What follows belongs to an exercise in optimizing a design on an open flow for small area; a production flow would make more cautious choices.
Only simulation tests tie the RTL to the original design; equivalence was not proved.
Power figures rest on the tool's default switching activity, not on a simulated workload.

$ cat flow/run.sh
#!/bin/bash
# synth_recipe.tcl (not shown) runs the flow's synth.tcl, then flattens the netlist and writes it again
# the make line also repeats each setting of config.mk as NAME=value (left out here)
make -C /OpenROAD-flow-scripts/flow DESIGN_CONFIG=/design/flow/config.mk WORK_HOME=/design/flow/orfs CLKGATE_MAP_FILE= SYNTH_SCRIPT=/design/flow/synth_recipe.tcl finish
$ cat flow/config.mk
export PLATFORM = sky130hd
export DESIGN_NAME = iob_gpio_in
export DESIGN_NICKNAME = iob_gpio_in
export VERILOG_FILES = /design/flow/design.v
export SDC_FILE = /design/flow/constraint.sdc
export NUM_CORES = 4
export LEC_CHECK = 0
export CAP_MARGIN = 20
export CORE_MARGIN = 2
export CORE_UTILIZATION = 30
export SLEW_MARGIN = 20
$ cat flow/constraint.sdc
create_clock -name core_clock -period 10.0 [get_ports {clk}]
set_input_delay 2.0000 -clock core_clock [delete_from_list [all_inputs] [get_ports {clk}]]
set_output_delay 2.0000 -clock core_clock [all_outputs]
set_load 0.01 [all_outputs]
$ cat flow/design.v
package iob_gpio_in_pkg;
  localparam int unsigned DEB_W_DEF = 16;
  localparam logic [31:0] ADDR_RAW     = 32'd0;
  localparam logic [31:0] ADDR_DEB     = 32'd1;
  localparam logic [31:0] ADDR_RISE_EN = 32'd2;
  localparam logic [31:0] ADDR_FALL_EN = 32'd3;
  localparam logic [31:0] ADDR_PENDING = 32'd4;
  localparam logic [31:0] ADDR_DEB_TH  = 32'd5;
  localparam logic [31:0] EN_RST      = 32'h0000_0000;
  localparam logic [31:0] PENDING_RST = 32'h0000_0000;
  localparam logic [31:0] DEB_TH_RST  = 32'h0000_0000;
endpackage
module iob_gpio_in_deb #(
  parameter int DEB_W = 16
) (
  input  logic             clk,
  input  logic             rst,
  input  logic             pin,
  input  logic [DEB_W-1:0] th,
  output logic             raw,
  output logic             deb,
  output logic             rise,
  output logic             fall
);
  logic             sync1_q, sync2_q;
  logic             deb_q, deb_d;
  logic [DEB_W-1:0] cnt_q, cnt_d;
  always_comb begin
    deb_d = deb_q;
    cnt_d = cnt_q;
    if (sync2_q == deb_q) begin
      cnt_d = '0;
    end else if (cnt_q >= th) begin
      deb_d = sync2_q;
      cnt_d = '0;
    end else if (cnt_q != '1) begin
      cnt_d = cnt_q + 1'b1;
    end
  end
  always_ff @(posedge clk or posedge rst) begin
    if (rst) begin
      sync1_q <= 1'b0;
      sync2_q <= 1'b0;
      deb_q   <= 1'b0;
      cnt_q   <= '0;
    end else begin
      sync1_q <= pin;
      sync2_q <= sync1_q;
      deb_q   <= deb_d;
      cnt_q   <= cnt_d;
    end
  end
  assign rise = deb_d & ~deb_q;
  assign fall = ~deb_d & deb_q;
  assign raw  = sync2_q;
  assign deb  = deb_q;
endmodule
module iob_gpio_in #(
  parameter int GPIO_W = 32,
  parameter int DATA_W = 32,
  parameter int ADDR_W = 3,
  parameter int DEB_W  = iob_gpio_in_pkg::DEB_W_DEF
) (
  input  logic              clk,
  input  logic              rst,
  input  logic              valid,
  input  logic [ADDR_W-1:0] address,
  input  logic [DATA_W-1:0] wdata,
  input  logic [DATA_W/8-1:0] wstrb,
  output logic [DATA_W-1:0] rdata,
  output logic              ready,
  input  logic [GPIO_W-1:0] gpio_input,
  output logic              gpio_irq
);
  logic [GPIO_W-1:0] raw, deb, rise, fall;
  logic [DATA_W-1:0] wmask;
  logic              ready_q, ready_d;
  logic [DATA_W-1:0] rdata_q, rdata_d;
  logic [GPIO_W-1:0] rise_en_q, rise_en_d;
  logic [GPIO_W-1:0] fall_en_q, fall_en_d;
  logic [GPIO_W-1:0] pending_q, pending_d;
  logic [DEB_W-1:0]  deb_th_q, deb_th_d;
  logic              irq_q, irq_d;
  logic              req, wr, rd;
  logic [31:0]       addr_w;
  logic [DATA_W-1:0] rise_merge, fall_merge, th_merge, w1c_bits;
  logic              unused_bits;
  genvar gi;
  generate
    for (gi = 0; gi < GPIO_W; gi++) begin : g_pin
      iob_gpio_in_deb #(.DEB_W(DEB_W)) u_deb (
        .clk  (clk),
        .rst  (rst),
        .pin  (gpio_input[gi]),
        .th   (deb_th_q),
        .raw  (raw[gi]),
        .deb  (deb[gi]),
        .rise (rise[gi]),
        .fall (fall[gi])
      );
    end
    for (gi = 0; gi < DATA_W/8; gi++) begin : g_lane
      assign wmask[8*gi +: 8] = {8{wstrb[gi]}};
    end
  endgenerate
  always_comb begin
    req    = valid & ~ready_q;
    wr     = req & (|wstrb);
    rd     = req & ~(|wstrb);
    addr_w = 32'(address);
    rise_merge = (DATA_W'(rise_en_q) & ~wmask) | (wdata & wmask);
    fall_merge = (DATA_W'(fall_en_q) & ~wmask) | (wdata & wmask);
    th_merge   = (DATA_W'(deb_th_q)  & ~wmask) | (wdata & wmask);
    w1c_bits   = wdata & wmask;
    rise_en_d = rise_en_q;
    fall_en_d = fall_en_q;
    deb_th_d  = deb_th_q;
    pending_d = pending_q;
    if (wr) begin
      case (addr_w)
        iob_gpio_in_pkg::ADDR_RISE_EN: rise_en_d = GPIO_W'(rise_merge);
        iob_gpio_in_pkg::ADDR_FALL_EN: fall_en_d = GPIO_W'(fall_merge);
        iob_gpio_in_pkg::ADDR_DEB_TH:  deb_th_d  = DEB_W'(th_merge);
        iob_gpio_in_pkg::ADDR_PENDING: pending_d = pending_q & ~(GPIO_W'(w1c_bits));
        default: ;
      endcase
    end
    pending_d = pending_d | (rise & rise_en_q) | (fall & fall_en_q);
    irq_d     = |pending_d;
    ready_d = req;
    rdata_d = '0;
    if (rd) begin
      case (addr_w)
        iob_gpio_in_pkg::ADDR_RAW:     rdata_d = DATA_W'(raw);
        iob_gpio_in_pkg::ADDR_DEB:     rdata_d = DATA_W'(deb);
        iob_gpio_in_pkg::ADDR_RISE_EN: rdata_d = DATA_W'(rise_en_q);
        iob_gpio_in_pkg::ADDR_FALL_EN: rdata_d = DATA_W'(fall_en_q);
        iob_gpio_in_pkg::ADDR_PENDING: rdata_d = DATA_W'(pending_q);
        iob_gpio_in_pkg::ADDR_DEB_TH:  rdata_d = DATA_W'(deb_th_q);
        default:      rdata_d = '0;
      endcase
    end
  end
  assign unused_bits = ^{rise_merge, fall_merge, th_merge, w1c_bits};
  always_ff @(posedge clk or posedge rst) begin
    if (rst) begin
      ready_q   <= 1'b0;
      rdata_q   <= '0;
      rise_en_q <= GPIO_W'(iob_gpio_in_pkg::EN_RST);
      fall_en_q <= GPIO_W'(iob_gpio_in_pkg::EN_RST);
      pending_q <= GPIO_W'(iob_gpio_in_pkg::PENDING_RST);
      deb_th_q  <= DEB_W'(iob_gpio_in_pkg::DEB_TH_RST);
      irq_q     <= 1'b0;
    end else begin
      ready_q   <= ready_d;
      rdata_q   <= rdata_d;
      rise_en_q <= rise_en_d;
      fall_en_q <= fall_en_d;
      pending_q <= pending_d;
      deb_th_q  <= deb_th_d;
      irq_q     <= irq_d;
    end
  end
  assign ready = ready_q;
  assign rdata = rdata_q;
  assign gpio_irq  = irq_q;
endmodule
==> metrics.yaml <==
clock_tree:
  worst_skew_pair.late_latency_ns: 0.69
  ctsHtreeMaxLevel: 3
  postCtsSetupRepairBufs: 0
  cts.hold.buffers_added: 0
  clk_pin_slew_ns: 0.06
  cts.repair.resized: 0
  numCtsBuffers: 89
  clockBufferDepth: 3
  cts.sinks: 754
  tritoncts: "done"
  cts_root_buffer: "clkbuf_16"
yosys:
  ys.flop_type: "dfrtp_1"
  synth_nets: 5384
  syn_avg_cell_area_um2: 9.691
  synthTopCellsByArea: "dfrtp_1, ha_1, nor2_1, xor2_1, xnor2_1"
  synthAdderAreaFrac_pct: 14.74
  synth_edf_count: 0
  ys_async_sr_fraction_pct: 100.0
  synthSimpleGateAreaFrac_pct: 20.36
  synth_top_area_share_pct: 40.85
  synth_area_leader_cell: "dfrtp_1"
  synth_area_mm2: 0.04619
  ys_warn_count: 2
  synth.distinct_cells: 93
  muxShareOfSynthArea_pct: 3.140
  syn_inst: 4766
  synth-xor-area-share_pct: 7.168
  synth-compound-area-share_pct: 11.98
  synth_top_family_by_area: "simple AND/OR/NAND/NOR gates"
  ys_ff_latch: 754
  ys_seq_area_share_pct: 40.85
hold_path:
  min_path_type: "register to register"
  min_path_cells: 0
setup_path:
  crit_path_end: "rdata_q[9]"
  rrSetupSlack_ns: 5.77
  crit_start: "address[1]"
  cp-start-kind: "input pin"
  arrival_ns: 5.08
  reg2reg_depth: 11
  criticalPathCategory: "input pin to register"
  endpoint_kind: "register"
  r2r-end: "g_pin[4].u_deb.cnt_q[0]"
  critPathMaxFanout: 29
  cp.required_ns: 10.56
floorplan:
  die_y_um: 396.4
  initial_core_util_pct: 30.30
  pin_count: 108
  die_area_mm2: 0.1571
  num_rows: 143
  die_w_um: 396.4
  core-area_mm2: 0.1524
detailed_routing:
  num_vias: 37390
  drt_wl_total_mm: 139.3
  drt-pass1-iter-count: 7
  drc: 0
  routedWlPerCell_um: 19.78
  avgViaCountPerCell: 5.311
  ant_nets: 0
  drt-initial-drc-count: 2420
pwr:
  p_per_area_mw_per_mm2: 157.7
  p_total_w: 0.008356
  p_leak_nw: 23.50
  ir_drop_mv: 0.1218
grt:
  antenna_found_initial: 30
  grt_max_degree: 73
  grt_pass1_wl_mm: 217.0
  gr-total-overflow: 0
  grt_use_total_pct: 17.61
  grt_pass1_vias: 36390
sta:
  setup_viol: 0
  slew_headroom_pct: 24.31
  maxSlewViolCount: 0
  grt_setup_unrepaired: "no"
  clock_skew_ns: 0.02423
  hold_viol_final: 0
  fmax_mhz: 221.7
  final.min_clock_period_ns: 4.511
  worstMarginPinSlew_ns: 1.127
  fin_crit_sh_pct: 45.11
final_layout:
  nNetsFinal: 5542
  area_delta_synth_final_pct: 14.73
  fillers: 15370
  drive_above_1_share_pct: 7.603
  final_cell_area_mm2: 0.05299
run:
  maxCapViolations: 0
status:
  status: "complete, no violations"
placed_design:
  placed_area_mm2: 0.04986
  gp_congestion: 0.8820
  portBuffers: 107
  dpl.hpwl_mm: 96.83
[cells in the mapped netlist (24+ instances only)]
library cell	number
o21ai_0	193
a21o_1	43
xor2_1	199
a221oi_1	29
nor3_1	106
a22o_1	24
a21oi_1	225
or3_1	51
and3_1	68
a22oi_1	56
ha_1	544
xnor2_1	179
nand2_1	378
and4_1	50
nand3_1	212
nor3b_1	26
a211oi_1	44
inv_1	118
nand4_1	153
mux2i_1	38
a31oi_1	51
nor2_1	603
nand2b_1	45
dfrtp_1	754
nor2b_1	67
nor4_1	32
mux2_2	95
clkbuf_1	80
[report_power, final]
part / switching (W) / internal, W / total, W
sequential: 0.000148 / 0.00319 / 0.00333
clock: 0.00140 / 0.00206 / 0.00346
combinational: 0.00105 / 0.000504 / 0.00156
total: 0.00260 / 0.00575 / 0.00836
[layout make-up]
class                   count  area [µm²]  area share (%)
multi-input cells        3801       26550           50.11
flip-flops and latches    754       18870           35.61
well taps                2030        2540           4.793
clock buffers             120        2525           4.765
repair buffers            160        1454           2.744
clock inverters            45       569.3           1.074
inverters                 118       446.7          0.8429
diodes                     13       32.53         0.06139
[layer usage]
metal | share of wire, % | global-route usage (%) | up-vias
li1 | - | - | 17700
met1 | 46 | 24.21 | 18470
met2 | 44 | 27.57 | 942
met3 | 7.0 | 3.834 | 257
met4 | 3.0 | 5.276 | 24
met5 | 0.11 | 0 | -
[through the flow]
stage               setup WS (ns)  util, %  hold slack, ns  cells  TNS (ns)
floorplan                  -2.337        -          0.3312   4766  -1762.33
global placement            4.984    32.70          0.3335   6863         0
detailed placement          4.947    32.71          0.3364   6863         0
CTS                         5.675    34.74          0.3468   7028         0
global route                5.457    34.75          0.3565   7032         0
finish                      5.489    34.76          0.3417   7041         0
[kinds of logic after synthesis]
family	count (synthesis)
compound gates	851
xor+xnor	378
fa+ha+maj	544
buf+inv	211
flops	754
mux	133
simple gates	1895
[critical path: stages]
cell and delay [ns]:
buf_2 0.66, nor2b_1 0.85, nor2b_2 1.03, a22oi_1 0.24, a31oi_1 0.25
[worst min path at each step]
stage | start | to | slack, ns
5_1_grt | g_pin[7].u_deb.sync1_q | g_pin[7].u_deb.sync2_q | 0.36
4_1_cts | g_pin[4].u_deb.sync1_q | g_pin[4].u_deb.sync2_q | 0.35
3_5_place_dp | g_pin[4].u_deb.sync1_q | g_pin[4].u_deb.sync2_q | 0.34
2_1_floorplan | g_pin[0].u_deb.sync1_q | g_pin[0].u_deb.sync2_q | 0.33
3_3_place_gp | g_pin[27].u_deb.sync1_q | g_pin[27].u_deb.sync2_q | 0.33
6_report | g_pin[4].u_deb.sync1_q | g_pin[4].u_deb.sync2_q | 0.34
[cell usage in the layout, fill, tap and decap left out, types with 24 or more instances in the layout]
cell             instances
mux2_2                  95
nand2_1                378
clkbuf_16               90
a221oi_1                29
and4_1                  50
or3_1                   51
a22oi_1                 56
xnor2_1                179
nor2b_1                 64
a31oi_1                 51
buf_4                   53
mux2i_1                 38
nor3_1                 105
o21ai_0                193
inv_1                  102
xor2_1                 199
nand4_1                153
nor2_1                 603
a211oi_1                44
nand3_1                211
and3_1                  68
clkdlybuf4s50_1        104
a21oi_1                225
dfrtp_1                753
a22o_1                  24
nor3b_1                 26
a21o_1                  43
ha_1                   544
nor4_1                  32
nand2b_1                45

[port drivers added, routing unchanged]
In the flow no input, the clock included, has a driving cell. The finished layout below was timed again as built, in two steps. Step 1, drivers: a clkbuf_16 drives clk and a buf_2 each remaining input, both assumed. Step 2 also shifts input and output timing later by t, the mid clock arrival at the registers, as if the neighbouring blocks saw the same clock. a / b / c = ideal ports / drivers / drivers and shift; a / b = the first two.
t (ns): 0.758
setup slack, ns: 5.489 / 5.536 / 4.779
worst register clock-pin slew, ns: 0.07 / 0.07
After both steps setup and hold are still met in this run. For this run, drivers alone change the setup slack by +0.047 ns; drivers and shift together by -0.710 ns.
